Context: an optimization exercise on an open-source flow, tuned for small area, a short achievable clock period and few clock cycles. The choices shown serve that exercise and are no tape-out recipe.

Setup of 09-17:
==> flow/design.v <==
`timescale 1ns/1ps
module cpuCore (
  input  logic        CLK,
  input  logic        RST,
  input  logic        en,
  input  logic        start,
  output logic [7:0]  instAddr,
  input  logic [15:0] inst,
  output logic [7:0]  dataAddr,
  output logic        dataWe,
  output logic [15:0] dataOut,
  input  logic [15:0] dataIn,
  output logic        running
);
  localparam logic [4:0] OP_HALT = 5'b00001, OP_LOAD = 5'b00010, OP_STORE = 5'b00011,
    OP_ADD = 5'b10000, OP_ADDI = 5'b10001, OP_SUB = 5'b10011, OP_SUBI = 5'b10100,
    OP_INC = 5'b10110, OP_LDIL = 5'b10111, OP_LDIH = 5'b11000, OP_XOR = 5'b11001,
    OP_AND = 5'b11010, OP_OR = 5'b11011;
  logic        runQ, haltedQ, resumed;
  logic [7:0]  pc;
  logic [15:0] regs [8];
  logic [7:0]  valid;   
  logic [15:0] opA, opB;
  logic [2:0]  eDest;
  logic [3:0]  eOff;
  logic        eWrites, eHalt, eStore, eInvB, eCin, eSra;
  logic        eSelSum, eSelLog, eSelShl, eSelShr, eSelLoad;
  logic [3:0]  eTt, fTt;
  logic [15:0] logicOut;
  logic [15:0] sum, shl, shr, res;
  logic [4:0]  fOp;
  logic [7:0]  fImm;
  logic [15:0] rA, rB, vA, nB, immValA, immValB;
  logic [7:0]  eWriting, usable, matchA, matchB;
  logic        fwdA, fwdB, immA, immB, bUsesD, fWrites;
  assign instAddr = pc;
  assign fOp  = inst[15:11];
  assign fImm = inst[7:0];
  assign bUsesD = (fOp == OP_STORE) || (fOp == OP_ADDI) || (fOp == OP_SUBI);
  assign immA   = (fOp == OP_ADDI) || (fOp == OP_SUBI);
  assign immValA = (fOp == OP_SUBI) ? {8'hFF, ~fImm} : {8'h00, fImm};
  always_comb begin
    case (fOp)
      OP_LDIL: begin immB = 1'b1; immValB = {8'h00, fImm}; end
      OP_LDIH: begin immB = 1'b1; immValB = {fImm, 8'h00}; end
      OP_INC:  begin immB = 1'b1; immValB = 16'd1; end
      default: begin immB = 1'b0; immValB = 16'd0; end
    endcase
  end
  always_comb begin
    for (int i = 0; i < 8; i++) begin
      eWriting[i] = runQ && eWrites && eDest == 3'(i);
      usable[i]   = valid[i] && !eWriting[i];
      matchA[i]   = inst[6:4] == 3'(i);
      matchB[i]   = bUsesD ? inst[10:8] == 3'(i) : inst[2:0] == 3'(i);
    end
  end
  assign fwdA = |(matchA & eWriting) && !immA;
  assign fwdB = |(matchB & eWriting) && !immB;
  always_comb begin
    rA = '0;
    rB = '0;
    for (int i = 0; i < 8; i++) begin
      rA = rA | ({16{matchA[i] && usable[i] && !immA}} & regs[i]);
      rB = rB | ({16{matchB[i] && usable[i] && !immB}} & regs[i]);
    end
  end
  assign vA = rA | ({16{immA}} & immValA) | ({16{fwdA}} & res);
  assign nB = rB | immValB | ({16{fwdB}} & res);
  always_comb begin
    case (fOp)
      OP_XOR:  fTt = 4'b0110;
      OP_AND:  fTt = 4'b1000;
      OP_OR:   fTt = 4'b1110;
      default: fTt = 4'b1010;
    endcase
  end
  assign fWrites = (fOp == OP_LOAD) || (fOp[4] && fOp != 5'b10010 && fOp != 5'b10101);
  always_ff @(posedge CLK) begin
    opA      <= vA;
    opB      <= nB;
    eDest    <= inst[10:8];
    eOff     <= inst[3:0];
    eWrites  <= fWrites;
    eHalt    <= (fOp == OP_HALT);
    eStore   <= (fOp == OP_STORE);
    eInvB    <= (fOp == OP_SUB);
    eCin     <= (fOp == OP_SUB) || (fOp == OP_SUBI);
    eSra     <= fOp[0] && fOp[4:1] == 4'b1111;
    eSelSum  <= (fOp == OP_ADD) || (fOp == OP_ADDI) || (fOp == OP_SUB) ||
                (fOp == OP_SUBI) || (fOp == OP_INC);
    eSelLog  <= (fOp == OP_XOR) || (fOp == OP_AND) || (fOp == OP_OR) ||
                (fOp == OP_LDIL) || (fOp == OP_LDIH);
    eTt      <= fTt;
    eSelShl  <= (fOp[4:1] == 4'b1110);
    eSelShr  <= (fOp[4:1] == 4'b1111);
    eSelLoad <= (fOp == OP_LOAD);
  end
  assign sum = opA + (opB ^ {16{eInvB}}) + {15'd0, eCin};
  assign shl = opA << opB[3:0];
  assign shr = 16'($signed({eSra & opA[15], opA}) >>> opB[3:0]);
  always_comb begin
    for (int i = 0; i < 16; i++) begin
      logicOut[i] = eTt[{opA[i], opB[i]}];
    end
  end
  assign res = ({16{eSelSum}}  & sum) |
               ({16{eSelLog}}  & logicOut) |
               ({16{eSelShl}}  & shl) |
               ({16{eSelShr}}  & shr) |
               ({16{eSelLoad}} & dataIn);
  always_ff @(posedge CLK) begin
    if (runQ && eWrites) begin
      regs[eDest] <= res;
    end
  end
  always_ff @(posedge CLK or posedge RST) begin
    if (RST) begin
      valid <= '0;
    end else if (runQ && eWrites) begin
      valid[eDest] <= 1'b1;
    end
  end
  assign dataAddr = opA[7:0] + {4'h0, eOff};
  assign dataOut  = opB;
  assign dataWe   = runQ && eStore;
  assign running = runQ && !(eHalt && !resumed);
  always_ff @(posedge CLK or posedge RST) begin
    if (RST) begin
      runQ    <= 1'b0;
      haltedQ <= 1'b0;
      resumed <= 1'b0;
      pc      <= '0;
    end else begin
      resumed <= 1'b0;
      if (runQ) begin
        if (eHalt) begin
          runQ    <= 1'b0;
          haltedQ <= 1'b1;
        end else if (!en) begin
          runQ <= 1'b0;   
        end else begin
          pc <= pc + 8'd1;
        end
      end else if (en && start && !haltedQ) begin
        runQ    <= 1'b1;
        resumed <= 1'b1;
        pc      <= pc + 8'd1;
      end
    end
  end
endmodule
clock: 5.0 ns
lec_check: 0
cap_margin: 20
core_area: 5.06 5.44 215.41 214.88
cts_buf_list: sky130_fd_sc_hd__clkbuf_4 sky130_fd_sc_hd__clkbuf_8
die_area: 0 0 220.41 220.32
setup_slack_margin: 2.0
slew_margin: 20
tns_end_percent: 20
standard.sh (not shown) runs the stock make flow with config.mk's settings and CLKGATE_MAP_FILE= SYNTH_SCRIPT=/design/flow/synth_recipe.tcl, a recipe that flattens the netlist after the stock synthesis.
==> flow/flow/run.sh <==
#!/bin/bash
# Standard layout, with the port buffers made of sky130_fd_sc_hd__buf_1
# instead of the delay buffer buffer_ports picks by default.
set -euo pipefail
export BUFFER_PORTS_ARGS="-buffer_cell sky130_fd_sc_hd__buf_1"
bash standard.sh > standard.log 2>&1
For 12-12, these inputs were changed with respect to 09-17:
==> flow/design.v, changed modules only <==
module cpuCore (
  input  logic        CLK,
  input  logic        RST,
  input  logic        en,
  input  logic        start,
  output logic [7:0]  instAddr,
  input  logic [15:0] inst,
  output logic [7:0]  dataAddr,
  output logic        dataWe,
  output logic [15:0] dataOut,
  input  logic [15:0] dataIn,
  output logic        running
);
  localparam logic [4:0] OP_HALT = 5'b00001, OP_LOAD = 5'b00010, OP_STORE = 5'b00011,
    OP_ADD = 5'b10000, OP_ADDI = 5'b10001, OP_SUB = 5'b10011, OP_SUBI = 5'b10100,
    OP_INC = 5'b10110, OP_LDIL = 5'b10111, OP_LDIH = 5'b11000, OP_XOR = 5'b11001,
    OP_AND = 5'b11010, OP_OR = 5'b11011;
  logic        runQ, haltedQ, resumed;
  logic [7:0]  pc;
  logic [15:0] regs [8];
  logic [7:0]  valid;   
  logic [15:0] opA, opB;
  logic [2:0]  eDest;
  logic [3:0]  eOff;
  logic        eWrites, eHalt, eStore, eInvB, eCin, eSra;
  logic        eSelSum, eLogDiff, eLogBoth, eSelShl, eSelShr, eSelLoad;
  logic [15:0] logicOut;
  logic [15:0] sum, shIn, shl, shr, res;
  logic [4:0]  fOp;
  logic [7:0]  fImm;
  logic [15:0] rA, rB, vA, nB, immValA, immValB;
  logic [7:0]  eWriting, usable, matchA, matchB;
  logic        fwdA, fwdB, immA, immB, bUsesD, fWrites;
  assign instAddr = pc;
  assign fOp  = inst[15:11];
  assign fImm = inst[7:0];
  assign bUsesD = (fOp == OP_STORE) || (fOp == OP_ADDI) || (fOp == OP_SUBI);
  assign immA   = (fOp == OP_ADDI) || (fOp == OP_SUBI) || (fOp == OP_LDIL) || (fOp == OP_LDIH);
  always_comb begin
    case (fOp)
      OP_ADDI: immValA = {8'h00, fImm};
      OP_SUBI: immValA = {8'hFF, ~fImm};
      default: immValA = 16'h0000;
    endcase
  end
  always_comb begin
    case (fOp)
      OP_LDIL: begin immB = 1'b1; immValB = {8'h00, fImm}; end
      OP_LDIH: begin immB = 1'b1; immValB = {fImm, 8'h00}; end
      OP_INC:  begin immB = 1'b1; immValB = 16'd1; end
      default: begin immB = 1'b0; immValB = 16'd0; end
    endcase
  end
  always_comb begin
    for (int i = 0; i < 8; i++) begin
      eWriting[i] = runQ && eWrites && eDest == 3'(i);
      usable[i]   = valid[i] && !eWriting[i];
      matchA[i]   = inst[6:4] == 3'(i);
      matchB[i]   = bUsesD ? inst[10:8] == 3'(i) : inst[2:0] == 3'(i);
    end
  end
  assign fwdA = |(matchA & eWriting) && !immA;
  assign fwdB = |(matchB & eWriting) && !immB;
  always_comb begin
    rA = '0;
    rB = '0;
    for (int i = 0; i < 8; i++) begin
      rA = rA | ({16{matchA[i] && usable[i] && !immA}} & regs[i]);
      rB = rB | ({16{matchB[i] && usable[i] && !immB}} & regs[i]);
    end
  end
  assign vA = rA | ({16{immA}} & immValA) | ({16{fwdA}} & res);
  assign nB = rB | immValB | ({16{fwdB}} & res);
  assign fWrites = (fOp == OP_LOAD) || (fOp[4] && fOp != 5'b10010 && fOp != 5'b10101);
  always_ff @(posedge CLK) begin
    opA      <= vA;
    opB      <= nB;
    eDest    <= inst[10:8];
    eOff     <= inst[3:0];
    eWrites  <= fWrites;
    eHalt    <= (fOp == OP_HALT);
    eStore   <= (fOp == OP_STORE);
    eInvB    <= (fOp == OP_SUB);
    eCin     <= (fOp == OP_SUB) || (fOp == OP_SUBI);
    eSra     <= fOp[0] && fOp[4:1] == 4'b1111;
    eSelSum  <= (fOp == OP_ADD) || (fOp == OP_ADDI) || (fOp == OP_SUB) ||
                (fOp == OP_SUBI) || (fOp == OP_INC) || (fOp == OP_LDIL) || (fOp == OP_LDIH);
    eLogDiff <= (fOp == OP_XOR) || (fOp == OP_OR);
    eLogBoth <= (fOp == OP_AND) || (fOp == OP_OR);
    eSelShl  <= (fOp[4:1] == 4'b1110);
    eSelShr  <= (fOp[4:1] == 4'b1111);
    eSelLoad <= (fOp == OP_LOAD);
  end
  assign sum = opA + (opB ^ {16{eInvB}}) + {15'd0, eCin};
  always_comb begin
    for (int i = 0; i < 16; i++) begin
      shIn[i] = eSelShl ? opA[15-i] : opA[i];
    end
    shr = 16'($signed({eSra & opA[15], shIn}) >>> opB[3:0]);
    for (int i = 0; i < 16; i++) begin
      shl[i] = shr[15-i];
    end
  end
  assign logicOut = ((opA ^ opB) & {16{eLogDiff}}) | ((opA & opB) & {16{eLogBoth}});
  assign res = ({16{eSelSum}}  & sum) |
               logicOut |
               ({16{eSelShl}}  & shl) |
               ({16{eSelShr}}  & shr) |
               ({16{eSelLoad}} & dataIn);
  always_ff @(posedge CLK) begin
    if (runQ && eWrites) begin
      regs[eDest] <= res;
    end
  end
  always_ff @(posedge CLK or posedge RST) begin
    if (RST) begin
      valid <= '0;
    end else if (runQ && eWrites) begin
      valid[eDest] <= 1'b1;
    end
  end
  assign dataAddr = opA[7:0] + {4'h0, eOff};
  assign dataOut  = opB;
  assign dataWe   = runQ && eStore;
  assign running = runQ && !(eHalt && !resumed);
  always_ff @(posedge CLK or posedge RST) begin
    if (RST) begin
      runQ    <= 1'b0;
      haltedQ <= 1'b0;
      resumed <= 1'b0;
      pc      <= '0;
    end else begin
      resumed <= 1'b0;
      if (runQ) begin
        if (eHalt) begin
          runQ    <= 1'b0;
          haltedQ <= 1'b1;
        end else if (!en) begin
          runQ <= 1'b0;   
        end else begin
          pc <= pc + 8'd1;
        end
      end else if (en && start && !haltedQ) begin
        runQ    <= 1'b1;
        resumed <= 1'b1;
        pc      <= pc + 8'd1;
      end
    end
  end
endmodule
## What came out
- Of 12-12 and 09-17, the lower worst slack after detailed placement belongs to 12-12.
- Diff 09-17 -> 12-12: layout overhead on the synthesized area lost 1.8 points, number of ordinary and repair buffers in the finished layout lost 8.
- Changes observed in 12-12 relative to 09-17: highest clock rate moved down, worst hold slack went down 0.014 ns, total length of routed wires dropped 2.2%, sequential cell count down about 1%.
- Global-route usage ended up 0.31 points lower on 12-12 than on 09-17.
No functional check of the RTL was part of any run of this note.

[port drivers added, routing unchanged]
No port has a modelled driver above. Below, the same layouts with a new extraction and two added sets of constraints. Step 1, drivers: a clkbuf_16 drives CLK and a buf_2 each remaining input, both assumed. Step 2 also shifts input and output timing later by t, the mid clock arrival at the registers, as if the neighbouring blocks saw the same clock. Three values: ideal ports, drivers, drivers and shift; two values: the first two.
run	shift t [ns]	setup WS [ns]	worst data-port slew with drivers (ns)
09-17	0.536	1.876 / 1.852 / 1.563	0.06
12-12	0.502	1.837 / 1.807 / 1.441	0.07
After both steps setup and hold are still met in every run listed. The setup slack of 12-12, which loses most, moves by -0.030 ns with the drivers and by -0.396 ns with both steps.
